This is an optimization exercise on Yosys and OpenROAD, whose aim is small area, not a production implementation.
Only simulation tests tie the RTL to the original design; equivalence was not proved.
Power and IR drop assume default switching activity.

===== config.mk =====
export PLATFORM = sky130hd
export DESIGN_NAME = scct_top
export DESIGN_NICKNAME = scct_top
export VERILOG_FILES = /design/flow/design.v
export SDC_FILE = /design/flow/constraint.sdc
export NUM_CORES = 4
export LEC_CHECK = 0
export CAP_MARGIN = 20
export CORE_MARGIN = 2
export CORE_UTILIZATION = 40
export PLACE_DENSITY = 0.6
export SLEW_MARGIN = 20

===== constraint.sdc =====
create_clock -name core_clock -period 10.0 [get_ports {clk}]
set_input_delay 2.0000 -clock core_clock [delete_from_list [all_inputs] [get_ports {clk}]]
set_output_delay 2.0000 -clock core_clock [all_outputs]
set_load 0.01 [all_outputs]

===== design.v =====
package scct_timer_pkg;
   localparam int unsigned CTR_W  = 32;
   localparam int unsigned PSC_W  = 16;
   localparam int unsigned NUM_CH = 4;
   localparam logic [1:0] ACT_NONE = 2'd0;
   localparam logic [1:0] ACT_SET  = 2'd1;
   localparam logic [1:0] ACT_CLR  = 2'd2;
   localparam logic [1:0] ACT_TGL  = 2'd3;
endpackage
package scct_reg_pkg;
   localparam int unsigned ADR_W = 4;
   localparam int unsigned DAT_W = 32;
   localparam int unsigned REG_CTR     = 0;
   localparam int unsigned REG_PSC     = 1;
   localparam int unsigned REG_CTR_IE  = 2;
   localparam int unsigned REG_CTR_IS  = 3;
   localparam int unsigned REG_CH_MODE = 4;
   localparam int unsigned REG_CH_ACT  = 5;
   localparam int unsigned REG_CH_IE   = 6;
   localparam int unsigned REG_CH_IS   = 7;
   localparam int unsigned REG_CH_INP  = 8;
   localparam int unsigned REG_CH_OUT  = 9;
   localparam int unsigned REG_CCR0    = 10;
   localparam int unsigned NUM_REG = 14;
endpackage
`timescale 1ns/1ps
import scct_timer_pkg::*;
import scct_reg_pkg::*;
module scct_top (
   input  logic              clk,
   input  logic              rst,
   input  logic              wb_cyc_i,
   input  logic              wb_stb_i,
   input  logic              wb_we_i,
   input  logic [ADR_W-1:0]  wb_adr_i,
   input  logic [DAT_W-1:0]  wb_dat_i,
   output logic [DAT_W-1:0]  wb_dat_o,
   output logic              wb_ack_o,
   input  logic [NUM_CH-1:0] pins_i,
   output logic [NUM_CH-1:0] pins_o,
   output logic              irq_o
);
   logic              ack_q;
   logic [DAT_W-1:0]  rdat_q;
   logic              req;
   logic              wr;
   logic [15:0]       wsel;
   logic [DAT_W-1:0]  rd_mux;
   assign req = wb_cyc_i & wb_stb_i & ~ack_q;
   assign wr  = ack_q & wb_we_i;
   always_comb begin
      wsel = '0;
      wsel[wb_adr_i] = wr;
   end
   logic [PSC_W-1:0] psc_q;
   logic [PSC_W-1:0] pcnt_q;
   logic [CTR_W-1:0] ctr_q;
   logic             ctr_ie_q;
   logic             ctr_is_q;
   logic             tick_q;
   logic             step;
   logic             wrap;
   assign step = (pcnt_q >= psc_q);
   assign wrap = step & (&ctr_q) & ~wsel[REG_CTR];
   always_ff @(posedge clk or posedge rst) begin
      if (rst) begin
         ack_q    <= 1'b0;
         ctr_is_q <= 1'b0;
      end else begin
         ack_q <= req;
         ctr_is_q <= (ctr_is_q & ~(wsel[REG_CTR_IS] & wb_dat_i[0])) | wrap;
      end
   end
   always_ff @(posedge clk) begin
      if (rst) begin
         psc_q    <= '0;
         pcnt_q   <= '0;
         ctr_q    <= '0;
         tick_q   <= 1'b0;
         ctr_ie_q <= 1'b0;
      end else begin
         if (wsel[REG_PSC])    psc_q    <= wb_dat_i[PSC_W-1:0];
         if (wsel[REG_CTR_IE]) ctr_ie_q <= wb_dat_i[0];
         if (wsel[REG_CTR]) begin
            ctr_q  <= wb_dat_i;
            pcnt_q <= '0;
            tick_q <= 1'b0;
         end else if (step) begin
            ctr_q  <= ctr_q + 1'b1;
            pcnt_q <= '0;
            tick_q <= 1'b1;
         end else begin
            pcnt_q <= pcnt_q + 1'b1;
            tick_q <= 1'b0;
         end
      end
   end
   logic [NUM_CH-1:0] ch_mode;
   logic [2*NUM_CH-1:0] ch_act;
   logic [CTR_W-1:0]  ch_ccr [NUM_CH];
   logic [NUM_CH-1:0] ch_ie;
   logic [NUM_CH-1:0] ch_is;
   logic [NUM_CH-1:0] ch_pin;
   for (genvar n = 0; n < NUM_CH; n++) begin : g_ch
      logic [2:0] sync_q;
      logic       rise_q;
      logic       capture;
      logic       match;
      assign capture = ch_mode[n] & rise_q;
      assign match   = ~ch_mode[n] & tick_q & (ctr_q == ch_ccr[n]);
      always_ff @(posedge clk or posedge rst) begin
         if (rst) begin
            sync_q    <= '0;
            ch_is[n]  <= 1'b0;
            ch_pin[n] <= 1'b0;
         end else begin
            sync_q <= {sync_q[1:0], pins_i[n]};
            if (match) begin
               case (ch_act[2*n+:2])
                  ACT_SET: ch_pin[n] <= 1'b1;
                  ACT_CLR: ch_pin[n] <= 1'b0;
                  ACT_TGL: ch_pin[n] <= ~ch_pin[n];
                  default: ch_pin[n] <= ch_pin[n];
               endcase
            end
            ch_is[n] <= (ch_is[n] & ~(wsel[REG_CH_IS] & wb_dat_i[n])) | capture | match;
         end
      end
      always_ff @(posedge clk) begin
         if (rst) begin
            rise_q         <= 1'b0;
            ch_mode[n]     <= 1'b0;
            ch_act[2*n+:2] <= ACT_NONE;
            ch_ie[n]       <= 1'b0;
            ch_ccr[n]      <= '0;
         end else begin
            rise_q <= sync_q[1] & ~sync_q[2];
            if (wsel[REG_CH_IE])   ch_ie[n]       <= wb_dat_i[n];
            if (wsel[REG_CH_MODE]) ch_mode[n]     <= wb_dat_i[n];
            if (wsel[REG_CH_ACT])  ch_act[2*n+:2] <= wb_dat_i[2*n+:2];
            if (capture)                 ch_ccr[n] <= ctr_q;
            else if (wsel[REG_CCR0 + n]) ch_ccr[n] <= wb_dat_i;
         end
      end
   end
   always_comb begin
      rd_mux = '0;
      case (wb_adr_i)
         4'd0:  rd_mux = ctr_q;
         4'd1:  rd_mux[PSC_W-1:0] = psc_q;
         4'd2:  rd_mux[0] = ctr_ie_q;
         4'd3:  rd_mux[0] = ctr_is_q;
         4'd4:  rd_mux[NUM_CH-1:0] = ch_mode;
         4'd5:  rd_mux[2*NUM_CH-1:0] = ch_act;
         4'd6:  rd_mux[NUM_CH-1:0] = ch_ie;
         4'd7:  rd_mux[NUM_CH-1:0] = ch_is;
         4'd8:  rd_mux[NUM_CH-1:0] = pins_i;
         4'd9:  rd_mux[NUM_CH-1:0] = ch_pin;
         4'd10: rd_mux = ch_ccr[0];
         4'd11: rd_mux = ch_ccr[1];
         4'd12: rd_mux = ch_ccr[2];
         4'd13: rd_mux = ch_ccr[3];
         default: rd_mux = '0;
      endcase
   end
   always_ff @(posedge clk) begin
      rdat_q <= rd_mux;
   end
   assign wb_ack_o = ack_q;
   assign wb_dat_o = rdat_q;
   assign pins_o   = ch_pin;
   assign irq_o    = (ctr_ie_q & ctr_is_q) | (|(ch_ie & ch_is));
endmodule

===== flow/run.sh =====
#!/bin/bash
# Own layout flow: the standard.sh with
#  - an area-oriented ABC script in synthesis (flow/synth.tcl, flow/area.abc),
#  - the smallest buffer on every input and output port,
#  - a clock tree without dummy loads, built from clkbuf_8 with larger sink clusters.
# Every tool's output goes to the ORFS logs under orfs/logs; make's own output to flow_make.log.
set -euo pipefail
W=$(pwd)
export BUFFER_PORTS_ARGS="-buffer_cell sky130_fd_sc_hd__buf_1"
export CTS_ARGS="-sink_clustering_enable -repair_clock_nets -dont_use_dummy_load -buf_list sky130_fd_sc_hd__clkbuf_4 -sink_clustering_size 10 -sink_clustering_max_diameter 40"
sed "s#SYNTH_SCRIPT=[^ ]*#SYNTH_SCRIPT=$W/flow/synth.tcl #" standard.sh > own_standard.sh
bash own_standard.sh finish > flow_make.log 2>&1

===== flow/area.abc =====
strash
&get -n
&fraig -x
&put
dc2
strash
&get -n
&deepsyn -T 20
&put
strash
&get -n
&dch -f
&nf -R 1000 -p -F 8 -A 4 -C 32
&put

===== flow/synth.tcl =====
# The standard flow's synthesis (synth_recipe.tcl, unchanged) with an area-oriented ABC script
# for the combinational mapping; registers are mapped exactly as in the standard flow's synthesis.
set flowdir [file dirname [file normalize [info script]]]
set ::my_abc_script $flowdir/area.abc
proc abc {args} {
  set i [lsearch -exact $args -script]
  if {$i >= 0} { set args [lreplace $args [expr {$i+1}] [expr {$i+1}] $::my_abc_script] }
  yosys abc {*}$args
}
source [file dirname $flowdir]/synth_recipe.tcl

===== standard.sh =====
#!/bin/bash
# synth_recipe.tcl (not shown) runs the flow's synth.tcl, then flattens the netlist and writes it again
# the make line also repeats each setting of config.mk as NAME=value (left out here)
make -C /OpenROAD-flow-scripts/flow DESIGN_CONFIG=/design/flow/config.mk WORK_HOME=/design/flow/orfs CLKGATE_MAP_FILE= SYNTH_SCRIPT=/design/flow/synth_recipe.tcl "${@:-finish}"

==> results of run 1 <==
[cell usage in the layout, fill, tap and decap left out, drive strengths merged, types with 5 or more instances in the layout]
cell / Yosys / final
xor2: 17 / 17
ha: 22 / 22
o31ai: 9 / 9
a22oi: 27 / 27
nand3: 37 / 37
o2bb2ai: 25 / 25
a32oi: 5 / 5
a221oi: 22 / 22
a31oi: 16 / 16
clkbuf: 0 / 43
a21oi: 44 / 44
nor2b: 5 / 5
nor2: 44 / 44
nand2: 103 / 103
nand4: 10 / 10
o22ai: 36 / 36
dfrtp: 22 / 22
a22o: 50 / 50
nand2b: 8 / 8
nor4: 18 / 18
o21ai: 36 / 36
nor3b: 7 / 7
dfxtp: 246 / 246
clkinv: 206 / 206
a222oi: 175 / 175
and3: 14 / 14
buf: 0 / 104
nor3: 24 / 24
[cell type report]
class / instances / area share
diodes: 1 / 0.000189
well taps: 390 / 0.0369
repair buffers: 104 / 0.0358
multi-input cells: 791 / 0.430
inverters: 206 / 0.0585
clock buffers: 43 / 0.0244
flip-flops and latches: 268 / 0.414
[metrics by stage]
step           area [um2]  cells  hold slack, ns  worst slack, ns  total power [mW]
6_report            13200   1803           0.355             3.64              1.80
5_1_grt             13200   1803           0.360             2.77              1.86
4_1_cts             13200   1802           0.357             3.71              1.80
3_5_place_dp        12900   1759           0.335             3.80              1.25
3_3_place_gp        12900   1759           0.334             3.92              1.25
2_1_floorplan       11900   1265           0.331             3.60              1.17
[worst reg2reg max path, delay by kind of cell, from the launching register on]
kind                       cells  cell delay (ns)
buffers and inverters          1             0.08
AOI/OAI and AO/OA             11             1.08
DFF                            1             0.40
adders and majority gates      1             0.26
and+or+nand+nor               27             4.45
[where the power goes]
part           internal [mW]  switching, mW
Sequential              1.08         0.0149
Clock                  0.197          0.375
Combinational         0.0359         0.0974
Total                   1.31          0.487
[per-layer routing]
layer  global-route usage  vias to the layer above  wire [um]
li1                     -                     5371          -
met5                    0                        -          9
met2                0.487                      857      22300
met3               0.0745                      169       5570
met4                0.157                        2       2460
met1                0.437                     5924      20800
[worst paths after layout]
check,start,to,depth (start not counted)
worst min-delay path,g_ch[0].sync_q[0]$_DFF_PP0_,g_ch[0].sync_q[1]$_DFF_PP0_,0
worst max-delay path,pcnt_q[0]$_SDFF_PP0_,ctr_is_q$_DFF_PP0_,40
worst max register to register,pcnt_q[0]$_SDFF_PP0_,ctr_is_q$_DFF_PP0_,40
worst min register to register,g_ch[0].sync_q[0]$_DFF_PP0_,g_ch[0].sync_q[1]$_DFF_PP0_,0
min in group asynchronous,rst,g_ch[1].sync_q[0]$_DFF_PP0_,4
max in group asynchronous,rst,ack_q$_DFF_PP0_,4
[cell families after synthesis]
family,after synthesis,synth area share
AO/OA/AOI/OAI,468,0.323
AND/OR/NAND/NOR,281,0.113
flip-flops,268,0.461
buffers and inverters,206,0.0651
adder cells (fa/ha/maj),22,0.0232
XOR/XNOR,20,0.0147
[registers in the layout (all words and copies together) (netlist names)]
name and cells:
ch_ccr 128, ctr_q 32, rdat_q 32, pcnt_q 16, psc_q 16, g_ch.sync_q 12
ch_act 8, ch_ie 4, ch_is 4, ch_mode 4, ch_pin 4, g_ch.rise_q 4
ack_q 1, ctr_ie_q 1, ctr_is_q 1, tick_q 1
==> run summary, run 1 <==
- Status: timing/DRC/antenna clean
- Via count: 12323
- CP peak stage delay: 0.40 ns
- Setup bufs post-CTS: 0
- Max Fclk: 157 MHz
- Largest area contributor in the netlist: dfxtp_1
- Critical path type: flip-flop to flip-flop
- Initial DRC count: 2433
- Post-synth top cells: dfxtp_1, clkinv_1, a222oi_1
- Clock-pin transition on the worst setup and hold timing paths: 0.09 ns
- Vias per Instance: 6.83
- Leak Pwr: 4.75 nW
- Worst Setup End Kind: flip-flop
- All-Layer GR Usage: 0.323
- Predominant post-synthesis flop cell: dfxtp_1
- IO Port Bufs: 82
- Die Span Y: 176 um
- Post-Syn Nets: 1332
- Sequential-to-total area share from yosys stat: 0.461
- FF/Latch Area: 5480 um2
- Worst skew pair latency: 0.69 ns
- Final Net Count: 1481
- Period utilisation layout: 0.636
- Worst path most repeated cell: nand3_1
- Io pins: 83
- R2r setup slk: 3.64 ns
- Die area: 31100 um2
- Die width: 176 um
- Starting Density: 0.404
- CP Max Fanout: 5
- Root Driver: clkbuf_4
- Avg Inst Size Synth: 9.39 um2
- Setup TNS: 0 ns
- Core Area: 29400 um2
- GPL Wtd Cong: 1.02
- Startpoint types: flip-flop
- CTS tree: done
- Worst Max-Slew Pin Slew: 0.972 ns
- Class of the most critical hold timing path: flip-flop to flip-flop
- Largest net degree at the start of global routing: 33
- Mapped cell area: 11900 um2
- Post-synth EDFFs: 0
- Fin. Hold Viols: 0
- Number of synthesized register bits: 268
- Fill cells: 2970
- Post-synthesis cell type count: 43
- Top Family by Delay on Critical Path: simple AND/OR/NAND/NOR gates
- CP max stage cell: dfxtp_1
- DR DRC count: 0
- CTS hold repair buffers: 0
- Ys Warns: 2
- Gr ovfl total: 0
- Critical path arrival: 6.92 ns
- Cts repair resizes: 0
- Pwr Density: 136 nW/um2
- Min Tclk post-route: 6.36 ns
- Routed WL: 51.1 mm
- Share of layout cells above drive strength 1: 0.0559
- Rel. slew slack: 0.350
- CP Data Required Time: 10.56 ns
- Synth top area share: 0.415
- CTS HTree Levels: 2
- Async set or reset register ratio after synthesis: 0.0821
- Vias in the first global route: 11459
- Setup violations, final: 0
- Slew Limit Fails: 0
- Initial antenna violation count: 2
- CTS Buf Count: 43
- Antenna viol nets, final: 0
- Footprint of the multi-input gates: 5690 um2
- Sum of buffers and inverters on the critical path: 1
- Clk buf depth: 3
- Post-Synthesis Cells: 1265
- Max-cap violations: 0
- Clk_skew: 0.0675 ns
- Peak supply drop: 81.2 uV
- Row count: 63
- Pre-antenna DRT Iters: 12
- Most common cell in the netlist: dfxtp_1
- Final HPWL DP: 34.5 mm
- Synth top area cells: dfxtp_1, a222oi_1, clkinv_1
- Avg WL per Cell: 28.3 um
- TritonCTS Sinks: 268
- RSZ-0062 raised after global routing: false
- Core Util, Final: 0.450
- First-pass GRT wire length: 75.6 mm
- Area delta synth->final: 11.3%
==> run 2, diff against run 1 <==
--- a/design.v
+++ b/design.v
@@ -65,22 +65,22 @@
    always_ff @(posedge clk or posedge rst) begin
       if (rst) begin
          ack_q    <= 1'b0;
+         ctr_ie_q <= 1'b0;
          ctr_is_q <= 1'b0;
       end else begin
          ack_q <= req;
+         if (wsel[REG_CTR_IE]) ctr_ie_q <= wb_dat_i[0];
          ctr_is_q <= (ctr_is_q & ~(wsel[REG_CTR_IS] & wb_dat_i[0])) | wrap;
       end
    end
    always_ff @(posedge clk) begin
       if (rst) begin
-         psc_q    <= '0;
-         pcnt_q   <= '0;
-         ctr_q    <= '0;
-         tick_q   <= 1'b0;
-         ctr_ie_q <= 1'b0;
+         psc_q  <= '0;
+         pcnt_q <= '0;
+         ctr_q  <= '0;
+         tick_q <= 1'b0;
       end else begin
-         if (wsel[REG_PSC])    psc_q    <= wb_dat_i[PSC_W-1:0];
-         if (wsel[REG_CTR_IE]) ctr_ie_q <= wb_dat_i[0];
+         if (wsel[REG_PSC]) psc_q <= wb_dat_i[PSC_W-1:0];
          if (wsel[REG_CTR]) begin
             ctr_q  <= wb_dat_i;
             pcnt_q <= '0;
@@ -111,10 +111,14 @@
       always_ff @(posedge clk or posedge rst) begin
          if (rst) begin
             sync_q    <= '0;
+            rise_q    <= 1'b0;
+            ch_ie[n]  <= 1'b0;
             ch_is[n]  <= 1'b0;
             ch_pin[n] <= 1'b0;
          end else begin
             sync_q <= {sync_q[1:0], pins_i[n]};
+            rise_q <= sync_q[1] & ~sync_q[2];
+            if (wsel[REG_CH_IE]) ch_ie[n] <= wb_dat_i[n];
             if (match) begin
                case (ch_act[2*n+:2])
                   ACT_SET: ch_pin[n] <= 1'b1;
@@ -128,14 +132,10 @@
       end
       always_ff @(posedge clk) begin
          if (rst) begin
-            rise_q         <= 1'b0;
             ch_mode[n]     <= 1'b0;
             ch_act[2*n+:2] <= ACT_NONE;
-            ch_ie[n]       <= 1'b0;
             ch_ccr[n]      <= '0;
          end else begin
-            rise_q <= sync_q[1] & ~sync_q[2];
-            if (wsel[REG_CH_IE])   ch_ie[n]       <= wb_dat_i[n];
             if (wsel[REG_CH_MODE]) ch_mode[n]     <= wb_dat_i[n];
             if (wsel[REG_CH_ACT])  ch_act[2*n+:2] <= wb_dat_i[2*n+:2];
             if (capture)                 ch_ccr[n] <= ctr_q;
==> run 2 against run 1 <==
  * First-iteration DRC count down 8.4%
  * Fmax is 7.7% higher
  * Via count decreased by 2.5%
  * Cell count decreased by 0.89%
  * Area after synthesis grew 0.39%
  * Non-clock buffer count is 3 lower
  * Total power is 0.36% lower
  * Global-route usage decreased by 1.1 points
  * Sequential share of layout area increased by 0.27 points
  * Highest routed layer is now met4
==> run summary, run 2 <==
- Status: timing/DRC/antenna clean
- Post-synthesis cell type count: 43
- Cts repair resizes: 0
- Die area: 31200 um2
- Avg Inst Size Synth: 9.54 um2
- Post-Syn Nets: 1317
- Synth top area cells: dfxtp_1, a222oi_1, dfrtp_1
- Largest area contributor in the netlist: dfxtp_1
- CP Max Fanout: 6
- Starting Density: 0.405
- Post-Synthesis Cells: 1250
- Worst skew pair latency: 0.70 ns
- Worst Hold Depth: 0
- Placed cell area: 12900 um2
- Register-to-Register Path Depth: 36
- CTS tree: done
- Initial antenna violation count: 1
- Max reg flops: 128
- Clk buf depth: 3
- Worst path most repeated cell: nand3_1
- Most common cell in the netlist: dfxtp_1
- CTS Buf Count: 44
- Rel. slew slack: 0.328
- Ys Warns: 2
- Setup bufs post-CTS: 0
- Share of layout cells above drive strength 1: 0.0566
- Number of synthesized register bits: 268
- Clock-pin transition on the worst setup and hold timing paths: 0.11 ns
- CP peak stage delay: 0.42 ns
- Core Area: 29500 um2
- Finished Cell Area: 13200 um2
- CTS hold repair buffers: 0
- Setup violations, final: 0
- All-Layer GR Usage: 0.312
- Predominant post-synthesis flop cell: dfxtp_1
- CTS HTree Levels: 2
- Fin. Hold Viols: 0
- Post-synth top cells: dfxtp_1, clkinv_1, a222oi_1
- Gr ovfl total: 0
- Class of the most critical hold timing path: flip-flop to flip-flop
- Largest net degree at the start of global routing: 46
- Vias in the first global route: 11243
- Slew Limit Fails: 0
- Pre-antenna DRT Iters: 13
- Most flops, register: ch_ccr
- Max Fclk: 169 MHz
- Worst Setup End Kind: flip-flop
- Clk_skew: 0.0820 ns
- CP Data Required Time: 10.57 ns
- Routed WL: 49.2 mm
- Setup TNS: 0 ns
- TritonCTS Sinks: 268
- Peak supply drop: 86.4 uV
- Pwr Density: 135 nW/um2
- Min Tclk post-route: 5.91 ns
- IO Port Bufs: 82
- Row count: 63
- Startpoint types: flip-flop
- Max-cap violations: 0
- Synth top area share: 0.398
- Die Span Y: 177 um
- Vias per Instance: 6.73
- Antenna viol nets, final: 0
- First-pass GRT wire length: 73.3 mm
- GPL Wtd Cong: 0.992
- Post-synth EDFFs: 0
- Critical path arrival: 6.48 ns
- Io pins: 83
- Initial DRC count: 2229
- Period utilisation layout: 0.591
- RSZ-0062 raised after global routing: false
- Area delta synth->final: 11.1%
- Die width: 177 um
- Critical path type: flip-flop to flip-flop
- Sequential-to-total area share from yosys stat: 0.463
- Most frequent cells in the layout: dfxtp_1, clkinv_1, a222oi_1, nand2_1, buf_1
- Commonest non-fill, non-tap cell in the layout: dfxtp_1
- Leak Pwr: 4.82 nW
- Via count: 12018
- Worst Max-Slew Pin Slew: 0.999 ns
- DR DRC count: 0
- CP max stage cell: dfxtp_1
- Async set or reset register ratio after synthesis: 0.116
- Final HPWL DP: 33.9 mm
- Final Net Count: 1464
- Avg WL per Cell: 27.5 um
- Pwr Total: 1.79 mW
- Biggest regs: ch_ccr: 128 flops, ctr_q: 32 flops, rdat_q: 32 flops
- Mapped cell area: 11900 um2
- Fill cells: 2970
- Root Driver: clkbuf_4
## run 2: changes by cell type in the layout (fill, tap and decap cells not counted), moves of 6 or more
cell     delta
dfrtp_1     +9
o21ai_0     -8
a21oi_1     -7
nand2_1    -11
dfxtp_1     -9
nor3_1      -6
## run 2: cell families (layout without fill, tap and decap cells)
logic type      after synthesis  after routing  synth area share
fa+ha+maj                    22             22            0.0231
buf+inv                     205            350            0.0645
mux                           5              5           0.00472
other cells                   0              2                 0
xor+xnor                     27             27            0.0198
flops                       268            268             0.463
simple gates                278            278             0.114
compound gates              445            445             0.311
## run 2: report_power, final
part | internal [mW] | total (mW) | switching (mW) | leakage (nW)
Sequential | 1.08 | 1.10 | 0.0158 | 2.29
Combinational | 0.0346 | 0.125 | 0.0904 | 2.33
Clock | 0.201 | 0.570 | 0.369 | 0.202
Total | 1.32 | 1.79 | 0.475 | 4.82
## run 2: metrics by stage
stage / setup WS [ns] / hold slack (ns) / utilization / cells
2_1_floorplan: 3.98 / 0.331 / - / 1250
3_3_place_gp: 4.40 / 0.333 / 0.438 / 1741
3_5_place_dp: 4.24 / 0.339 / 0.438 / 1741
4_1_cts: 4.12 / 0.350 / 0.449 / 1785
5_1_grt: 3.42 / 0.347 / 0.449 / 1787
6_report: 4.09 / 0.313 / 0.449 / 1787
## run 2: worst paths after layout
path	start	endpoint	slack (ns)
min in group asynchronous	rst	g_ch[3].sync_q[1]$_DFF_PP0_	1.87
worst max-delay path	pcnt_q[0]$_SDFF_PP0_	ctr_q[30]$_SDFFE_PP0P_	4.09
max in group asynchronous	rst	ch_ie[2]$_DFFE_PP0P_	7.65
worst max register to register	pcnt_q[0]$_SDFF_PP0_	ctr_q[30]$_SDFFE_PP0P_	4.09
worst min register to register	g_ch[3].sync_q[0]$_DFF_PP0_	g_ch[3].sync_q[1]$_DFF_PP0_	0.31
worst min-delay path	g_ch[3].sync_q[0]$_DFF_PP0_	g_ch[3].sync_q[1]$_DFF_PP0_	0.31
## run 2: layout make-up
cell class / instances / area (um2) / area share
clock buffers: 44 / 330 / 0.0249
repair buffers: 101 / 450 / 0.0340
inverters: 205 / 769 / 0.0581
flip-flops and latches: 268 / 5520 / 0.417
diodes: 2 / 5.00 / 0.000378
multi-input cells: 777 / 5680 / 0.429
well taps: 390 / 488 / 0.0368
## run 2: routing by layer
layer | vias to the layer above | part of all wire | global-route usage
li1 | 5308 | - | -
met1 | 5845 | 0.41 | 0.426
met2 | 754 | 0.46 | 0.496
met3 | 111 | 0.10 | 0.0526
met4 | 0 | 0.033 | 0.117
met5 | - | 0 | 0
## run 2: worst max-delay path: cells and delay by family, from the launching register on
| kind | cells | cell delay [ns] |
|---|---|---|
| buffers and inverters | 1 | 0.09 |
| AOI/OAI and AO/OA | 8 | 0.81 |
| and+or+nand+nor | 26 | 4.18 |
| adders and majority gates | 1 | 0.27 |
| DFF | 1 | 0.42 |
==> run 3, diff against run 2 <==
--- a/flow/run.sh
+++ b/flow/run.sh
@@ -7,6 +7,6 @@
 set -euo pipefail
 W=$(pwd)
 export BUFFER_PORTS_ARGS="-buffer_cell sky130_fd_sc_hd__buf_1"
-export CTS_ARGS="-sink_clustering_enable -repair_clock_nets -dont_use_dummy_load -buf_list sky130_fd_sc_hd__clkbuf_4 -sink_clustering_size 10 -sink_clustering_max_diameter 40"
+export CTS_ARGS="-sink_clustering_enable -repair_clock_nets -dont_use_dummy_load -buf_list sky130_fd_sc_hd__clkbuf_8 -sink_clustering_size 15 -sink_clustering_max_diameter 50"
 sed "s#SYNTH_SCRIPT=[^ ]*#SYNTH_SCRIPT=$W/flow/synth.tcl #" standard.sh > own_standard.sh
 bash own_standard.sh finish > flow_make.log 2>&1
==> run 3 against run 2 <==
  * Critical endpoint unchanged
  * Non-clock buffer count unchanged
  * Combinational power barely moved
  * Die area did not move
  * Critical path depth stayed put
  * Fmax rose by 0.39%
  * Synthesized cell count unchanged
  * Core utilization rose by 0.26 points
  * First-iteration DRC count increased by 3.7%
  * Still clean on timing, DRC and antenna
==> run summary, run 3 <==
- Status: timing/DRC/antenna clean
- Post-Synthesis Cells: 1250
- Worst r2r src: pcnt_q[0]$_SDFF_PP0_
- Finished Cell Area: 13300 um2
- DR DRC count: 0
- Routed WL: 49.1 mm
- Slew Limit Fails: 0
- Commonest non-fill, non-tap cell in the layout: dfxtp_1
- Sequential-to-total area share from yosys stat: 0.463
- Pre-CTS setup slack: 4.24 ns
- Clk_skew: 0.0549 ns
- Max-cap violations: 0
- CP peak stage delay: 0.41 ns
- Most common cell in the netlist: dfxtp_1
- Setup violations, final: 0
- Leak Pwr: 4.83 nW
- Min Tclk post-route: 5.89 ns
- Synth top area share: 0.398
- Largest area contributor in the netlist: dfxtp_1
- Gr ovfl total: 0
- Pwr Density: 139 nW/um2
- Share of layout cells above drive strength 1: 0.0471
- Most frequent cells in the layout: dfxtp_1, clkinv_1, a222oi_1, nand2_1, buf_1
- Core Area: 29500 um2
- CTS tree: done
- Sum of buffers and inverters on the critical path: 1
- Rel. slew slack: 0.302
- Area delta synth->final: 11.7%
- Startpoint types: flip-flop
- N_diodes: 0
- Final HPWL DP: 33.9 mm
- Die Span Y: 177 um
- Synth top area cells: dfxtp_1, a222oi_1, dfrtp_1
- GPL Wtd Cong: 0.992
- RSZ-0062 raised after global routing: false
- Async set or reset register ratio after synthesis: 0.116
- Peak supply drop: 100 uV
- Max reg flops: 128
- Root Driver: clkbuf_8
- Avg WL per Cell: 27.7 um
- IO Port Bufs: 82
- Worst Max-Slew Pin Slew: 1.04 ns
- Worst path most repeated cell: nand3_1
- CTS hold repair buffers: 0
- Critical path arrival: 6.37 ns
- Top Family by Delay on Critical Path: simple AND/OR/NAND/NOR gates
- Post-synth EDFFs: 0
- Starting Density: 0.405
- Initial antenna violation count: 0
- Worst setup margin: 4.11 ns
- CTS Buf Count: 30
- Antenna viol nets, final: 0
- Number of synthesized register bits: 268
- Predominant post-synthesis flop cell: dfxtp_1
- CP Max Fanout: 6
- Setup TNS: 0 ns
- Pre-antenna DRT Iters: 11
- Setup bufs post-CTS: 0
- Die width: 177 um
- Row count: 63
- Ys Warns: 2
- Worst skew pair latency: 0.61 ns
- Vias in the first global route: 11198
- Post-Syn Nets: 1317
- First-pass GRT wire length: 73.1 mm
- All-Layer GR Usage: 0.311
- Fin. Hold Viols: 0
- Clock-pin transition on the worst setup and hold timing paths: 0.09 ns
- Worst Setup End Kind: flip-flop
- Worst Setup SP: pcnt_q[0]$_SDFF_PP0_
- Layout Cells excl Fill: 1771
- CP Data Required Time: 10.48 ns
- Final Net Count: 1450
- TritonCTS Sinks: 268
- Critical path type: flip-flop to flip-flop
- Avg Inst Size Synth: 9.54 um2
- Via count: 11924
- Placed Instances: 1741
- Die area: 31200 um2
- Placed cell area: 12900 um2
- Post-synth top cells: dfxtp_1, clkinv_1, a222oi_1
- Class of the most critical hold timing path: flip-flop to flip-flop
- Mapped cell area: 11900 um2
- Clk buf depth: 3
- Hold Slack: 0.331 ns
- Core Util, Final: 0.452
- Vias per Instance: 6.73
- Cts repair resizes: 0
- Biggest regs: ch_ccr: 128 flops, ctr_q: 32 flops, rdat_q: 32 flops
- CTS HTree Levels: 1
- Io pins: 83
- CP max stage cell: dfxtp_1
- Largest net degree at the start of global routing: 46
- HP Start: g_ch[3].sync_q[0]$_DFF_PP0_
- Pwr Total: 1.85 mW
- Post-synthesis cell type count: 43
- Max Fclk: 170 MHz
- Most flops, register: ch_ccr
- Period utilisation layout: 0.589
- Initial DRC count: 2312
run 3: cell counts after synthesis:
Identical to the previous run, type by type.
run 3: power by group:
group,total (mW),switching (mW),internal (mW)
Clock,0.629,0.365,0.264
Sequential,1.10,0.0157,1.08
Combinational,0.125,0.0906,0.0346
run 3: logic make-up (layout without fill, tap and decap cells):
| group | after synthesis | count (layout) | synth area share |
|---|---|---|---|
| adders and majority gates | 22 | 22 | 0.0231 |
| and+or+nand+nor | 278 | 278 | 0.114 |
| DFF | 268 | 268 | 0.463 |
| buffers and inverters | 205 | 336 | 0.0645 |
| muxes | 5 | 5 | 0.00472 |
| AOI/OAI and AO/OA | 445 | 445 | 0.311 |
| xor gates and xnor gates | 27 | 27 | 0.0198 |
run 3: worst paths after layout:
kind                                                     to  slack [ns]  depth (start not counted)
worst min-delay path            g_ch[3].sync_q[1]$_DFF_PP0_        0.33                          0
max in group asynchronous                ctr_is_q$_DFF_PP0_        7.57                          3
min in group asynchronous                ch_is[3]$_DFF_PP0_        1.95                          3
worst min register to register  g_ch[3].sync_q[1]$_DFF_PP0_        0.33                          0
worst max-delay path                 ctr_q[30]$_SDFFE_PP0P_        4.11                         36
worst max register to register       ctr_q[30]$_SDFFE_PP0P_        4.11                         36
run 3: per-layer routing:
metal | track usage | up-vias | part of all wire
li1 | - | 5262 | -
met1 | 0.428 | 5809 | 0.41
met2 | 0.501 | 743 | 0.46
met3 | 0.0430 | 110 | 0.093
met4 | 0.105 | 0 | 0.031
met5 | 0 | - | 0
run 3: final cells by class:
class                           instances  area, um2
Fill cell                            2953      16200
Tap cell                              390        488
Clock buffer                           30        413
Inverter                              205        769
Sequential cell                       268       5520
Multi-Input combinational cell        777       5680
Timing Repair Buffer                  101        450
==> run 4, diff against run 3 <==
--- a/config.mk
+++ b/config.mk
@@ -7,6 +7,6 @@
 export LEC_CHECK = 0
 export CAP_MARGIN = 20
 export CORE_MARGIN = 2
-export CORE_UTILIZATION = 40
-export PLACE_DENSITY = 0.6
+export CORE_UTILIZATION = 65
+export PLACE_DENSITY = 0.75
 export SLEW_MARGIN = 20
==> run 4 against run 3 <==
  * Die area fell by 38%
  * Synthesized cell count unchanged
  * Clock power down about 10%
==> run summary, run 4 <==
- Mapped cell area: 11900 um2
- FF/Latch Area: 5520 um2
- Pwr Density: 137 nW/um2
- RSZ-0062 raised after global routing: false
- Antenna viol nets, final: 0
- Layout Cells excl Fill: 1602
- Vias per Instance: 7.87
- All-Layer GR Usage: 0.454
- Clock-pin transition on the worst setup and hold timing paths: 0.09 ns
- Row count: 49
- Post-synth top cells: dfxtp_1, clkinv_1, a222oi_1
- XOR/XNOR Fraction of Synth Area: 0.0198
- Post-synth EDFFs: 0
- Startpoint types: flip-flop
- Via count: 12608
- Multiplexer share of the synthesized area: 0.00472
- Starting Density: 0.664
- Setup TNS: 0 ns
- Number of synthesized register bits: 268
- Largest area contributor in the netlist: dfxtp_1
- Fin. Hold Viols: 0
- Main combinational cell family by area after synthesis: compound AO/OA/AOI/OAI gates
- Share of layout cells above drive strength 1: 0.0393
- Worst Max-Slew Pin Slew: 1.11 ns
- Die area: 19400 um2
- Sw Ratio: 0.253
- Routed WL: 45.8 mm
- Post-Syn Nets: 1317
- Peak supply drop: 143 uV
- Area delta synth->final: 9.59%
- Io pins: 83
- Avg WL per Cell: 28.6 um
- Async set or reset register ratio after synthesis: 0.116
- Max-cap violations: 0
- Ys Warns: 2
- Die width: 139 um
- Critical path type: flip-flop to flip-flop
- CTS HTree Levels: 1
- Pint: 1.34 mW
- Biggest regs: ch_ccr: 128 flops, ctr_q: 32 flops, rdat_q: 32 flops
- Predominant post-synthesis flop cell: dfxtp_1
- CTS hold repair buffers: 0
- Cts repair resizes: 0
- Initial DRC count: 3321
- Min Tclk post-route: 6.07 ns
- Clk_skew: 0.0727 ns
- Simple-Gate Fraction of Synth Area: 0.114
- Synth top area share: 0.398
- Pre-antenna DRT Iters: 15
- DR DRC count: 0
- Slew Limit Fails: 0
- CP Max Fanout: 6
- Status: timing/DRC/antenna clean
- Setup violations, final: 0
- Comb pwr share: 0.071
- Clock network power share: 0.316
- First-pass GRT wire length: 69.0 mm
- Avg Inst Size Synth: 9.54 um2
- Period utilisation layout: 0.607
- Placed Instances: 1577
- Critical path arrival: 6.53 ns
- Root Driver: clkbuf_8
- CTS tree: done
- Worst path most repeated cell: nand3_1
- Sequential-to-total area share from yosys stat: 0.463
- N_diodes: 0
- Initial antenna violation count: 0
- Worst Setup End Kind: flip-flop
- Most common cell in the netlist: dfxtp_1
- Rel. slew slack: 0.251
- Final HPWL DP: 31.5 mm
- Synth top area cells: dfxtp_1, a222oi_1, dfrtp_1
- Largest net degree at the start of global routing: 46
- TritonCTS Sinks: 268
- Post-synthesis cell type count: 43
- Core Area: 18000 um2
- Most flops, register: ch_ccr
- Pwr Total: 1.79 mW
- Most frequent cells in the layout: dfxtp_1, clkinv_1, a222oi_1, nand2_1, buf_1
- GPL Wtd Cong: 1.08
- Max reg flops: 128
- CP max stage cell: dfxtp_1
- Sequential share of power: 0.613
- Footprint of the multi-input gates: 5720 um2
- Final Net Count: 1442
- Max Fclk: 165 MHz
- Worst skew pair latency: 0.58 ns
- Post-Synth Adder-Cell Area: 0.0231
- Post-Synthesis Cells: 1250
- Commonest non-fill, non-tap cell in the layout: dfxtp_1
- CP peak stage delay: 0.40 ns
- Leak Pwr: 4.79 nW
- CTS Buf Count: 25
- Clk buf depth: 3
- Compound-Gate Fraction of Synth Area: 0.311
- CP Data Required Time: 10.46 ns
- Die Span Y: 139 um
- Setup bufs post-CTS: 0
- Class of the most critical hold timing path: flip-flop to flip-flop
- Vias in the first global route: 11819
- Gr ovfl total: 0
- IO Port Bufs: 82
- Fill cells: 1359
- Net Sw Power: 0.453 mW
## run 4: layer usage
layer | GRT usage | share of wire | vias up | wire [um]
li1 | - | - | 5246 | -
met2 | 0.698 | 0.43 | 1246 | 19900
met3 | 0.119 | 0.15 | 267 | 6820
met5 | 0 | 0 | - | 0
met1 | 0.586 | 0.35 | 5849 | 15800
met4 | 0.247 | 0.070 | 0 | 3220
## run 4: power groups by stage
stage | registers, mW | clock network (mW) | logic [mW]
3_5_place_dp | 1.12 | 0 | 0.118
2_1_floorplan | 1.12 | 0 | 0.0600
3_3_place_gp | 1.12 | 0 | 0.116
5_1_grt | 1.10 | 0.601 | 0.131
6_report | 1.10 | 0.566 | 0.127
4_1_cts | 1.10 | 0.566 | 0.119
## run 4: worst max-delay path: cells and delay by family, from the launching register on
kind	cells	cell delay [ns]
AO/OA/AOI/OAI	8	0.88
adder cells (fa/ha/maj)	1	0.28
buffers and inverters	1	0.09
flip-flops	1	0.40
AND/OR/NAND/NOR	26	4.28
## run 4: kinds of logic (layout without fill, tap and decap cells)
logic type | count (synthesis) | after routing
compound gates | 445 | 445
simple gates | 278 | 278
fa+ha+maj | 22 | 22
xor+xnor | 27 | 27
mux | 5 | 5
buf+inv | 205 | 328
flops | 268 | 268
## run 4: final timing paths
kind,startpoint,cells past startpoint,slack [ns],end
worst max-delay path,pcnt_q[0]$_SDFF_PP0_,36,3.93,ctr_q[30]$_SDFFE_PP0P_
worst min-delay path,g_ch[2].sync_q[0]$_DFF_PP0_,0,0.35,g_ch[2].sync_q[1]$_DFF_PP0_
worst max register to register,pcnt_q[0]$_SDFF_PP0_,36,3.93,ctr_q[30]$_SDFFE_PP0P_
worst min register to register,g_ch[2].sync_q[0]$_DFF_PP0_,0,0.35,g_ch[2].sync_q[1]$_DFF_PP0_
max in group asynchronous,rst,4,7.72,ch_ie[1]$_DFFE_PP0P_
min in group asynchronous,rst,4,1.83,ch_is[1]$_DFF_PP0_
## run 4: cell type report
type                            instances  area share
Timing Repair Buffer                   98      0.0327
Sequential cell                       268       0.422
Clock buffer                           25      0.0263
Inverter                              205      0.0589
Tap cell                              229      0.0219
Multi-Input combinational cell        777       0.438
## run 4: per-stage QoR
stage	hold slack, ns	setup WS, ns	area [um2]	util
2_1_floorplan	0.331	3.98	11900	-
3_3_place_gp	0.332	4.47	12700	0.707
3_5_place_dp	0.337	4.15	12700	0.707
4_1_cts	0.354	4.08	13100	0.727
5_1_grt	0.358	3.42	13100	0.728
6_report	0.350	3.93	13100	0.728
==> run 5, diff against run 4 <==
--- a/design.v
+++ b/design.v
@@ -65,22 +65,22 @@
    always_ff @(posedge clk or posedge rst) begin
       if (rst) begin
          ack_q    <= 1'b0;
-         ctr_ie_q <= 1'b0;
          ctr_is_q <= 1'b0;
       end else begin
          ack_q <= req;
-         if (wsel[REG_CTR_IE]) ctr_ie_q <= wb_dat_i[0];
          ctr_is_q <= (ctr_is_q & ~(wsel[REG_CTR_IS] & wb_dat_i[0])) | wrap;
       end
    end
    always_ff @(posedge clk) begin
       if (rst) begin
-         psc_q  <= '0;
-         pcnt_q <= '0;
-         ctr_q  <= '0;
-         tick_q <= 1'b0;
+         psc_q    <= '0;
+         pcnt_q   <= '0;
+         ctr_q    <= '0;
+         tick_q   <= 1'b0;
+         ctr_ie_q <= 1'b0;
       end else begin
-         if (wsel[REG_PSC]) psc_q <= wb_dat_i[PSC_W-1:0];
+         if (wsel[REG_PSC])    psc_q    <= wb_dat_i[PSC_W-1:0];
+         if (wsel[REG_CTR_IE]) ctr_ie_q <= wb_dat_i[0];
          if (wsel[REG_CTR]) begin
             ctr_q  <= wb_dat_i;
             pcnt_q <= '0;
@@ -98,6 +98,7 @@
    logic [NUM_CH-1:0] ch_mode;
    logic [2*NUM_CH-1:0] ch_act;
    logic [CTR_W-1:0]  ch_ccr [NUM_CH];
+   logic [CTR_W-1:0]  ch_nccr [NUM_CH];
    logic [NUM_CH-1:0] ch_ie;
    logic [NUM_CH-1:0] ch_is;
    logic [NUM_CH-1:0] ch_pin;
@@ -106,19 +107,14 @@
       logic       rise_q;
       logic       capture;
       logic       match;
+      assign ch_ccr[n] = ~ch_nccr[n];
       assign capture = ch_mode[n] & rise_q;
       assign match   = ~ch_mode[n] & tick_q & (ctr_q == ch_ccr[n]);
       always_ff @(posedge clk or posedge rst) begin
          if (rst) begin
-            sync_q    <= '0;
-            rise_q    <= 1'b0;
-            ch_ie[n]  <= 1'b0;
             ch_is[n]  <= 1'b0;
             ch_pin[n] <= 1'b0;
          end else begin
-            sync_q <= {sync_q[1:0], pins_i[n]};
-            rise_q <= sync_q[1] & ~sync_q[2];
-            if (wsel[REG_CH_IE]) ch_ie[n] <= wb_dat_i[n];
             if (match) begin
                case (ch_act[2*n+:2])
                   ACT_SET: ch_pin[n] <= 1'b1;
@@ -132,14 +128,20 @@
       end
       always_ff @(posedge clk) begin
          if (rst) begin
+            sync_q         <= '0;
+            rise_q         <= 1'b0;
             ch_mode[n]     <= 1'b0;
             ch_act[2*n+:2] <= ACT_NONE;
-            ch_ccr[n]      <= '0;
+            ch_ie[n]       <= 1'b0;
+            ch_nccr[n]     <= '1;
          end else begin
+            sync_q <= {sync_q[1:0], pins_i[n]};
+            rise_q <= sync_q[1] & ~sync_q[2];
+            if (wsel[REG_CH_IE])   ch_ie[n]       <= wb_dat_i[n];
             if (wsel[REG_CH_MODE]) ch_mode[n]     <= wb_dat_i[n];
             if (wsel[REG_CH_ACT])  ch_act[2*n+:2] <= wb_dat_i[2*n+:2];
-            if (capture)                 ch_ccr[n] <= ctr_q;
-            else if (wsel[REG_CCR0 + n]) ch_ccr[n] <= wb_dat_i;
+            if (capture)                 ch_nccr[n] <= ~ctr_q;
+            else if (wsel[REG_CCR0 + n]) ch_nccr[n] <= ~wb_dat_i;
          end
       end
    end
==> flow/run.sh (replaced) <==
#!/bin/bash
# Own layout flow: the standard.sh with
#  - an area-oriented ABC script in synthesis (flow/synth.tcl, flow/area.abc),
#  - the smallest buffer on every input and output port,
#  - a clock tree without dummy loads, built from clkbuf_4 with small sink clusters.
# Every tool's output goes to the ORFS logs under orfs/logs; make's own output to flow_make.log.
set -euo pipefail
W=$(pwd)
export BUFFER_PORTS_ARGS="-buffer_cell sky130_fd_sc_hd__buf_1"
export CTS_ARGS="-sink_clustering_enable -repair_clock_nets -dont_use_dummy_load -buf_list sky130_fd_sc_hd__clkbuf_8 -sink_clustering_size 12 -sink_clustering_max_diameter 45"
sed "s#SYNTH_SCRIPT=[^ ]*#SYNTH_SCRIPT=$W/flow/synth.tcl #" standard.sh > own_standard.sh
bash own_standard.sh finish > flow_make.log 2>&1
--- a/config.mk
+++ b/config.mk
@@ -7,6 +7,6 @@
 export LEC_CHECK = 0
 export CAP_MARGIN = 20
 export CORE_MARGIN = 2
-export CORE_UTILIZATION = 65
-export PLACE_DENSITY = 0.75
+export CORE_UTILIZATION = 50
+export PLACE_DENSITY = 0.65
 export SLEW_MARGIN = 20
==> run 5 against run 4 <==
  * Still clean
  * Cell count is 6.2% higher
  * Sequential share of layout area fell by 0.36 points
  * Core utilization fell by 16 points
  * Synthesized cell count rose by 2.2%
  * Register-to-register slack improved by 0.06 ns
  * Fmax up 0.92%
  * Total power rose by 4.3%
  * Combinational power grew 8%
  * Non-clock buffer count up 8
  * Highest routed layer unchanged
==> run summary, run 5 <==
- Core Util, Final: 0.569
- CP Data Required Time: 10.46 ns
- Vias in the first global route: 11331
- Post-Synthesis Cells: 1278
- Max-cap violations: 0
- Slew Limit Fails: 0
- Post-synthesis cell type count: 47
- GPL Wtd Cong: 1.06
- Most common cell in the netlist: dfxtp_1
- Gr ovfl total: 0
- Final Net Count: 1484
- Post-synth top cells: dfxtp_1, nor2_1, a221oi_1
- CP peak stage delay: 0.39 ns
- Sequential-to-total area share from yosys stat: 0.466
- IO Port Bufs: 82
- CTS hold repair buffers: 0
- Core Area: 22700 um2
- Rel. slew slack: 0.182
- Class of the most critical hold timing path: flip-flop to flip-flop
- Worst Max-Slew Pin Slew: 1.23 ns
- Min Tclk post-route: 6.02 ns
- Largest net degree at the start of global routing: 33
- Die area: 24500 um2
- Placed cell area: 12500 um2
- Critical path type: flip-flop to flip-flop
- Pre-antenna DRT Iters: 6
- Predominant post-synthesis flop cell: dfxtp_1
- Finished Cell Area: 12900 um2
- Cts repair resizes: 0
- Max reg flops: 128
- Setup bufs post-CTS: 0
- TritonCTS Sinks: 268
- CP max stage cell: dfxtp_1
- Io pins: 83
- Startpoint types: flip-flop
- Initial antenna violation count: 1
- Worst setup margin: 3.98 ns
- CTS tree: done
- Peak supply drop: 112 uV
- Starting Density: 0.511
- Initial DRC count: 1856
- Post-Syn Nets: 1345
- Status: timing/DRC/antenna clean
- Fill cells: 2133
- Avg Inst Size Synth: 9.09 um2
- Ys Warns: 3
- Layout Cells excl Fill: 1701
- Worst Setup End Kind: flip-flop
- Biggest regs: ch_nccr: 128 flops, ctr_q: 32 flops, rdat_q: 32 flops
- All-Layer GR Usage: 0.392
- CP Max Fanout: 6
- Final HPWL DP: 32.8 mm
- Die Span Y: 156 um
- Number of synthesized register bits: 268
- Footprint of the multi-input gates: 6150 um2
- Area delta synth->final: 11.3%
- Largest area contributor in the netlist: dfxtp_1
- Hold Slack: 0.382 ns
- Clk buf depth: 3
- Critical path arrival: 6.47 ns
- Most frequent cells in the layout: dfxtp_1, nor2_1, a221oi_1, nand2_1, a21oi_1
- Via count: 12290
- DR DRC count: 0
- RSZ-0062 raised after global routing: false
- Setup violations, final: 0
- Synth top area share: 0.445
- Avg WL per Cell: 28.4 um
- Synth top area cells: dfxtp_1, a221oi_1, nor2_1
- Share of layout cells above drive strength 1: 0.0495
- Commonest non-fill, non-tap cell in the layout: dfxtp_1
- CTS Buf Count: 31
- Mapped cell area: 11600 um2
- Setup TNS: 0 ns
- Antenna viol nets, final: 0
- Clk_skew: 0.0896 ns
- Worst skew pair latency: 0.62 ns
- Async set or reset register ratio after synthesis: 0.0373
- Period utilisation layout: 0.602
- CTS HTree Levels: 1
- FF/Latch Area: 5420 um2
- Die width: 156 um
- Routed WL: 48.4 mm
- Leak Pwr: 4.39 nW
- Max Fclk: 166 MHz
- Vias per Instance: 7.23
- Post-synth EDFFs: 0
- Sum of buffers and inverters on the critical path: 1
- Most flops, register: ch_nccr
- Placed Instances: 1669
- First-pass GRT wire length: 72.5 mm
- Fin. Hold Viols: 0
- Pwr Total: 1.87 mW
- Pwr Density: 145 nW/um2
- Clock-pin transition on the worst setup and hold timing paths: 0.07 ns
- Top Family by Delay on Critical Path: simple AND/OR/NAND/NOR gates
- Pre-CTS setup slack: 4.12 ns
- Root Driver: clkbuf_8
- Row count: 55
## run 5: cells by family (layout without fill, tap and decap cells)
group,count (synthesis),count (layout),share of synthesized area
xor gates and xnor gates,17,17,0.0128
DFF,268,268,0.466
and+or+nand+nor,440,440,0.172
AOI/OAI and AO/OA,507,507,0.317
adders and majority gates,22,22,0.0237
other,0,1,0
buffers and inverters,24,161,0.00776
## run 5: path summary, 6_finish.rpt
kind | depth (start not counted) | slack [ns] | endpoint | start
min in group asynchronous | 4 | 1.72 | ch_pin[3]$_DFFE_PP0P_ | rst
hold reg to reg | 1 | 0.38 | g_ch[2].rise_q$_SDFF_PP0_ | g_ch[2].sync_q[2]$_SDFF_PP0_
hold / removal | 1 | 0.38 | g_ch[2].rise_q$_SDFF_PP0_ | g_ch[2].sync_q[2]$_SDFF_PP0_
setup / recovery | 35 | 3.98 | ctr_q[30]$_SDFFE_PP0P_ | pcnt_q[0]$_SDFF_PP0_
max in group asynchronous | 4 | 7.97 | ctr_is_q$_DFF_PP0_ | rst
setup reg to reg | 35 | 3.98 | ctr_q[30]$_SDFFE_PP0P_ | pcnt_q[0]$_SDFF_PP0_
## run 5: cell type report
type / instances / share of cell area
repair buffers: 106 / 0.0377
clock buffers: 31 / 0.0330
inverters: 24 / 0.00697
multi-input cells: 986 / 0.476
flip-flops and latches: 268 / 0.419
diodes: 1 / 0.000194
well taps: 285 / 0.0276
## run 5: where the power goes
part	total (mW)	internal, mW	switching [mW]
clock	0.640	0.272	0.368
sequential	1.09	1.08	0.0139
combinational	0.137	0.0373	0.0998
## run 5: per-layer routing
layer | track usage | part of all wire | up-vias
met4 | 0.173 | 0.049 | 0
met2 | 0.611 | 0.44 | 849
met1 | 0.532 | 0.41 | 5887
met3 | 0.0723 | 0.10 | 175
met5 | 0 | 0 | -
li1 | - | - | 5379
==> run 6, diff against run 5 <==
--- a/flow/run.sh
+++ b/flow/run.sh
@@ -2,7 +2,7 @@
 # Own layout flow: the standard.sh with
 #  - an area-oriented ABC script in synthesis (flow/synth.tcl, flow/area.abc),
 #  - the smallest buffer on every input and output port,
-#  - a clock tree without dummy loads, built from clkbuf_4 with small sink clusters.
+#  - a clock tree without dummy loads, built from clkbuf_8 with small sink clusters.
 # Every tool's output goes to the ORFS logs under orfs/logs; make's own output to flow_make.log.
 set -euo pipefail
 W=$(pwd)
==> run 6 against run 5 <==
  * Clock skew did not move
  * Global-route usage did not move
  * Non-clock buffer count stayed put
  * Cell count stayed put
  * Total power unchanged
  * Area after synthesis is the same
  * Sequential power hardly changed
  * Register-to-register slack about the same
==> run summary, run 6 <==
- Max-cap violations: 0
- Pwr Total: 1.87 mW
- Starting Density: 0.511
- Critical path type: flip-flop to flip-flop
- Io pins: 83
- Initial antenna violation count: 1
- Die Span Y: 156 um
- Row count: 55
- Rel. slew slack: 0.182
- Number of synthesized register bits: 268
- Core Area: 22700 um2
- Share of layout cells above drive strength 1: 0.0495
- Worst r2r src: pcnt_q[0]$_SDFF_PP0_
- All-Layer GR Usage: 0.392
- Finished Cell Area: 12900 um2
- Min Tclk post-route: 6.02 ns
- Worst Setup SP: pcnt_q[0]$_SDFF_PP0_
- Peak supply drop: 112 uV
- Post-Syn Nets: 1345
- Pwr Density: 145 nW/um2
- Pre-antenna DRT Iters: 6
- CP Max Fanout: 6
- Pint: 1.39 mW
- Sw Ratio: 0.257
- Avg Inst Size Synth: 9.09 um2
- Vias per Instance: 7.23
- Clock network power share: 0.342
- Commonest non-fill, non-tap cell in the layout: dfxtp_1
- CTS HTree Levels: 1
- Final HPWL DP: 32.8 mm
- Async set or reset register ratio after synthesis: 0.0373
- Synth top area cells: dfxtp_1, a221oi_1, nor2_1
- Die width: 156 um
- Largest net degree at the start of global routing: 33
- Post-Synthesis Cells: 1278
- Slew Limit Fails: 0
- R2r setup slk: 3.98 ns
- Setup TNS: 0 ns
- Sequential-to-total area share from yosys stat: 0.466
- Cts repair resizes: 0
- HP Start: g_ch[2].sync_q[2]$_SDFF_PP0_
- First-pass GRT wire length: 72.5 mm
- CP Data Required Time: 10.46 ns
- CTS Buf Count: 31
- Period utilisation layout: 0.602
- Die area: 24500 um2
- CP max stage cell: dfxtp_1
- Worst Max-Slew Pin Slew: 1.23 ns
- Hold EP: g_ch[2].rise_q$_SDFF_PP0_
- Most common cell in the netlist: dfxtp_1
- Class of the most critical hold timing path: flip-flop to flip-flop
- CP peak stage delay: 0.39 ns
- Placed cell area: 12500 um2
- Worst Setup End Kind: flip-flop
- Post-synth top cells: dfxtp_1, nor2_1, a221oi_1
- Setup bufs post-CTS: 0
- Ys Warns: 3
- Area delta synth->final: 11.3%
- GPL Wtd Cong: 1.06
- Most frequent cells in the layout: dfxtp_1, nor2_1, a221oi_1, nand2_1, a21oi_1
- Max Fclk: 166 MHz
- Setup violations, final: 0
- CTS hold repair buffers: 0
- Mapped cell area: 11600 um2
- Post-synth EDFFs: 0
- Largest area contributor in the netlist: dfxtp_1
- Routed WL: 48.4 mm
- Avg WL per Cell: 28.4 um
- Gr ovfl total: 0
- Register-to-Register Path Depth: 35
- TritonCTS Sinks: 268
- Fin. Hold Viols: 0
- Status: timing/DRC/antenna clean
- IO Port Bufs: 82
- Worst Hold Depth: 1
- Biggest regs: ch_nccr: 128 flops, ctr_q: 32 flops, rdat_q: 32 flops
- Predominant post-synthesis flop cell: dfxtp_1
- Net Sw Power: 0.481 mW
- Vias in the first global route: 11331
- Critical path arrival: 6.47 ns
- Clk_skew: 0.0896 ns
- RSZ-0062 raised after global routing: false
- Max reg flops: 128
- DR DRC count: 0
- Synth top area share: 0.445
- Worst skew pair latency: 0.62 ns
- Via count: 12290
- Final Net Count: 1484
- Sequential share of power: 0.584
- Initial DRC count: 1856
- Reg2Reg Capture Point: ctr_q[30]$_SDFFE_PP0P_
- Post-synthesis cell type count: 47
- Clk buf depth: 3
- Root Driver: clkbuf_8
- Antenna viol nets, final: 0
- Most flops, register: ch_nccr
- Comb pwr share: 0.073
- CTS tree: done
- Startpoint types: flip-flop
- Leak Pwr: 4.39 nW
- Clock-pin transition on the worst setup and hold timing paths: 0.07 ns
[run 6: cell counts after synthesis]
No cell type changed its count.
[run 6: area by class of cell]
type | count | area [um2]
inverters | 24 | 90.1
well taps | 285 | 357
diodes | 1 | 2.50
fillers | 2133 | 9780
flip-flops and latches | 268 | 5420
repair buffers | 106 | 488
multi-input cells | 986 | 6150
clock buffers | 31 | 427
[run 6: worst max-delay path: cells and delay by family (launching register included)]
| kind | cells | cell delay [ns] |
|---|---|---|
| flip-flops | 1 | 0.39 |
| buffers and inverters | 1 | 0.09 |
| AND/OR/NAND/NOR | 22 | 4.14 |
| AO/OA/AOI/OAI | 11 | 0.97 |
| adder cells (fa/ha/maj) | 1 | 0.26 |
[run 6: worst max path at each step]
stage	to	slack, ns	cells past startpoint
after global placement	ctr_q[30]$_SDFFE_PP0P_	4.34	35
after floorplan	ch_nccr[0][0]$_SDFFE_PP1P_	4.27	6
final	ctr_q[30]$_SDFFE_PP0P_	3.98	35
after detailed placement	ctr_q[30]$_SDFFE_PP0P_	4.12	35
after CTS	ctr_q[30]$_SDFFE_PP0P_	4.04	35
after global routing	ctr_q[29]$_SDFFE_PP0P_	3.37	36
[run 6: kinds of logic after synthesis]
logic type,after synthesis,share of synthesized area
XOR/XNOR,17,0.0128
buffers and inverters,24,0.00776
flip-flops,268,0.466
adder cells (fa/ha/maj),22,0.0237
AND/OR/NAND/NOR,440,0.172
AO/OA/AOI/OAI,507,0.317
[run 6: routing by layer]
layer | track usage | up-vias | share of wire
li1 | - | 5379 | -
met1 | 0.532 | 5887 | 0.41
met2 | 0.611 | 849 | 0.44
met3 | 0.0723 | 175 | 0.10
met4 | 0.173 | 0 | 0.049
met5 | 0 | - | 0
[run 6: power by group through the flow]
stage	logic, mW	registers (mW)	clock network [mW]
after global placement	0.131	1.12	0
after detailed placement	0.131	1.12	0
after global routing	0.144	1.09	0.679
after CTS	0.132	1.09	0.646
after floorplan	0.0578	1.11	0
final	0.137	1.09	0.640
[run 6: metrics by stage]
step                      instances  hold WS (ns)  worst slack, ns   util
final                          1701         0.382             3.98  0.569
after global routing           1700         0.395             3.37  0.569
after CTS                      1700         0.382             4.04  0.569
after detailed placement       1669         0.372             4.12  0.550
after global placement         1669         0.371             4.34  0.550
after floorplan                1278         0.367             4.27      -
==> run 7, diff against run 6 <==
==> flow/run.sh (replaced) <==
#!/bin/bash
# Own layout flow: the standard.sh with
#  - an area-oriented ABC script in synthesis (flow/synth.tcl, flow/area.abc), and
#    adders left to ABC instead of being mapped to half/full-adder cells first,
#  - the smallest buffer on every input and output port,
#  - a clock tree without dummy loads, built from clkbuf_8 with small sink clusters.
# Every tool's output goes to the ORFS logs under orfs/logs; make's own output to flow_make.log.
set -euo pipefail
W=$(pwd)
export ADDER_MAP_FILE=""
export BUFFER_PORTS_ARGS="-buffer_cell sky130_fd_sc_hd__buf_1"
export CTS_ARGS="-sink_clustering_enable -repair_clock_nets -dont_use_dummy_load -buf_list sky130_fd_sc_hd__clkbuf_8 -sink_clustering_size 12 -sink_clustering_max_diameter 45"
sed "s#SYNTH_SCRIPT=[^ ]*#SYNTH_SCRIPT=$W/flow/synth.tcl #" standard.sh > own_standard.sh
bash own_standard.sh finish > flow_make.log 2>&1
==> run 7 against run 6 <==
  * Setup slack worse by 2.8 ns
  * Wire length down 1.9%
  * Area after synthesis down 3.8%
  * Largest power group unchanged
  * Global-route usage about the same
  * Cell count down 3.9%
  * Highest routed layer unchanged
  * Synthesized cell count down 4.7%
  * Die area down 3.7%
  * Final area down 3.5%
  * First-iteration DRC count down 32%
  * Still clean
==> run summary, run 7 <==
- HP Start: g_ch[1].sync_q[2]$_SDFF_PP0_
- Status: timing/DRC/antenna clean
- Worst path most repeated cell: maj3_1
- Row count: 54
- GPL Wtd Cong: 0.973
- Worst Max-Slew Pin Slew: 1.05 ns
- Layout Cells excl Fill: 1634
- Core Util, Final: 0.570
- Area delta synth->final: 11.7%
- Placed Instances: 1604
- Footprint of the multi-input gates: 5740 um2
- All-Layer GR Usage: 0.392
- Clock-pin transition on the worst setup and hold timing paths: 0.08 ns
- Avg WL per Cell: 29.0 um
- Placed cell area: 12100 um2
- Worst skew pair latency: 0.60 ns
- Max-cap violations: 0
- Setup violations, final: 0
- Rel. slew slack: 0.300
- Initial DRC count: 1270
- RSZ-0062 raised after global routing: false
- Max reg flops: 128
- Most common cell in the netlist: dfxtp_1
- Most frequent cells in the layout: dfxtp_1, nor2_1, a221oi_1, nand2_1, buf_1
- Worst r2r src: pcnt_q[0]$_SDFF_PP0_
- Clock network power share: 0.328
- Pint: 1.40 mW
- Sw Ratio: 0.268
- Biggest regs: ch_nccr: 128 flops, ctr_q: 32 flops, rdat_q: 32 flops
- DR DRC count: 0
- Worst Hold Depth: 1
- Starting Density: 0.510
- CTS Buf Count: 30
- Clk buf depth: 3
- Die Span Y: 153 um
- Antenna viol nets, final: 0
- Pre-CTS setup slack: 1.33 ns
- Peak supply drop: 116 uV
- Async set or reset register ratio after synthesis: 0.0373
- Routed WL: 47.4 mm
- Initial antenna violation count: 1
- CTS tree: done
- Avg Inst Size Synth: 9.17 um2
- Period utilisation layout: 0.881
- Net Sw Power: 0.513 mW
- Critical path arrival: 9.30 ns
- Final Net Count: 1401
- Gr ovfl total: 0
- Largest area contributor in the netlist: dfxtp_1
- Comb pwr share: 0.093
- Via count: 11716
- Commonest non-fill, non-tap cell in the layout: dfxtp_1
- Number of synthesized register bits: 268
- Post-Synthesis Cells: 1218
- Setup TNS: 0 ns
- Cts repair resizes: 0
- Register-to-Register Path Depth: 38
- Sequential share of power: 0.579
- Clk_skew: 0.0409 ns
- Largest net degree at the start of global routing: 35
- Core Area: 21900 um2
- Fill cells: 2011
- Leak Pwr: 4.13 nW
- Die area: 23600 um2
- Sequential-to-total area share from yosys stat: 0.485
- Worst Setup End Kind: flip-flop
- CTS HTree Levels: 1
- Ys Warns: 3
- Min Tclk post-route: 8.81 ns
- Root Driver: clkbuf_8
- Critical path type: flip-flop to flip-flop
- Setup bufs post-CTS: 0
- N_diodes: 0
- TritonCTS Sinks: 268
- Pwr Total: 1.91 mW
- Post-synthesis cell type count: 41
- Predominant post-synthesis flop cell: dfxtp_1
- CP max stage cell: dfxtp_1
- Reg2Reg Capture Point: ctr_q[31]$_SDFFE_PP0P_
- Hold Slack: 0.386 ns
- Slew Limit Fails: 0
- Pwr Density: 153 nW/um2
- CTS hold repair buffers: 0
- Fin. Hold Viols: 0
- CP Data Required Time: 10.49 ns
- First-pass GRT wire length: 70.5 mm
- Post-Syn Nets: 1263
- CP peak stage delay: 0.41 ns
- Class of the most critical hold timing path: flip-flop to flip-flop
- Post-synth EDFFs: 0
- Finished Cell Area: 12500 um2
- R2r setup slk: 1.19 ns
- Share of layout cells above drive strength 1: 0.0517
- Final HPWL DP: 31.2 mm
- Io pins: 83
- Most flops, register: ch_nccr
- Worst setup margin: 1.19 ns
- Vias per Instance: 7.17
- Startpoint types: flip-flop
- Hold EP: g_ch[1].rise_q$_SDFF_PP0_
- Mapped cell area: 11200 um2
- IO Port Bufs: 82
- Max Fclk: 114 MHz
- FF/Latch Area: 5420 um2
- Pre-antenna DRT Iters: 5
- Post-synth top cells: dfxtp_1, nor2_1, a221oi_1
- Synth top area cells: dfxtp_1, a221oi_1, nor2_1
- Synth top area share: 0.462
- Vias in the first global route: 10838
- CP Max Fanout: 6
- Die width: 153 um
run 7: changes by cell type in the layout (fill, tap and decap cells not counted), sizes merged, moves of 9 or more:
| cell | previous run | this run |
|---|---|---|
| and4 | 12 | 1 |
| nand4 | 13 | 4 |
| a21oi | 85 | 56 |
| ha | 22 | 0 |
| nor2 | 191 | 214 |
| a31oi | 15 | 6 |
| maj3 | 0 | 9 |
| nand3 | 25 | 12 |
run 7: per-layer routing:
metal  wire length (um)  vias up  GRT usage
met3               6460      144      0.126
met1              18800     5530      0.540
met2              19900      902      0.565
met5                  0        -          0
met4               2240        0      0.165
li1                   -     5140          -
run 7: cell families (layout without fill, tap and decap cells):
family / Yosys count / after routing / share of synthesized area
AOI/OAI and AO/OA: 480 / 480 / 0.322
xor gates and xnor gates: 15 / 15 / 0.0118
adders and majority gates: 9 / 9 / 0.00806
buffers and inverters: 19 / 155 / 0.00638
DFF: 268 / 268 / 0.485
and+or+nand+nor: 427 / 427 / 0.167
run 7: power by group through the flow:
stage,clock [mW],combinational (mW),sequential (mW)
final,0.627,0.177,1.11
after global routing,0.669,0.186,1.11
after CTS,0.631,0.170,1.11
after detailed placement,0,0.169,1.13
after global placement,0,0.170,1.13
after floorplan,0,0.0788,1.13
run 7: how the worst max path moves through the flow:
stage,startpoint,endpoint,slack (ns)
after global routing,pcnt_q[0]$_SDFF_PP0_,ctr_q[31]$_SDFFE_PP0P_,0.40
after CTS,pcnt_q[0]$_SDFF_PP0_,ctr_q[31]$_SDFFE_PP0P_,1.30
final,pcnt_q[0]$_SDFF_PP0_,ctr_q[31]$_SDFFE_PP0P_,1.19
after global placement,pcnt_q[0]$_SDFF_PP0_,ctr_q[31]$_SDFFE_PP0P_,1.55
after detailed placement,pcnt_q[0]$_SDFF_PP0_,ctr_q[31]$_SDFFE_PP0P_,1.33
after floorplan,pcnt_q[0]$_SDFF_PP0_,ctr_q[31]$_SDFFE_PP0P_,2.36
run 7: worst max-delay path, delay by kind of cell (launching register included):
family                     cells  cell delay [ns]
and+or+nand+nor               21             4.90
adders and majority gates      9             2.58
AOI/OAI and AO/OA              8             0.82
DFF                            1             0.41
run 7: final cells by class:
cell class	count	area share
sequential	268	0.434
timing repair buffer	106	0.0391
inverter	19	0.00571
tap	280	0.0281
clock buffer	30	0.0331
multi-input combinational	931	0.460

## static timing again, ports no longer ideal
In the flow no input, the clock included, has a driving cell. The finished layouts below were timed again as built, in two steps.
Step 1, drivers: a clkbuf_16 drives clk and a buf_2 each remaining input, both assumed.
Step 2 times the ports against the registers' clock, not the clock port: input delays grow and output delays shrink by t, the midpoint of the rising clock arrivals with the driver on.
Slacks: ideal ports / drivers / drivers and shift; pairs: ideal ports / drivers.
run	t, ns	setup WS [ns]	worst setup path after step 2	pins driven straight from the clock port
run 1	0.707	3.637 / 3.637 / 3.637	register to register	1
run 2	0.706	4.090 / 4.090 / 4.090	register to register	1
run 3	0.627	4.113 / 4.113 / 4.113	register to register	1
run 4	0.591	3.929 / 3.929 / 3.929	register to register	1
run 5	0.628	3.984 / 3.984 / 3.984	register to register	1
run 6	0.628	3.984 / 3.984 / 3.984	register to register	1
run 7	0.623	1.192 / 1.192 / 1.192	register to register	1
After both steps setup and hold are still met in every run listed.
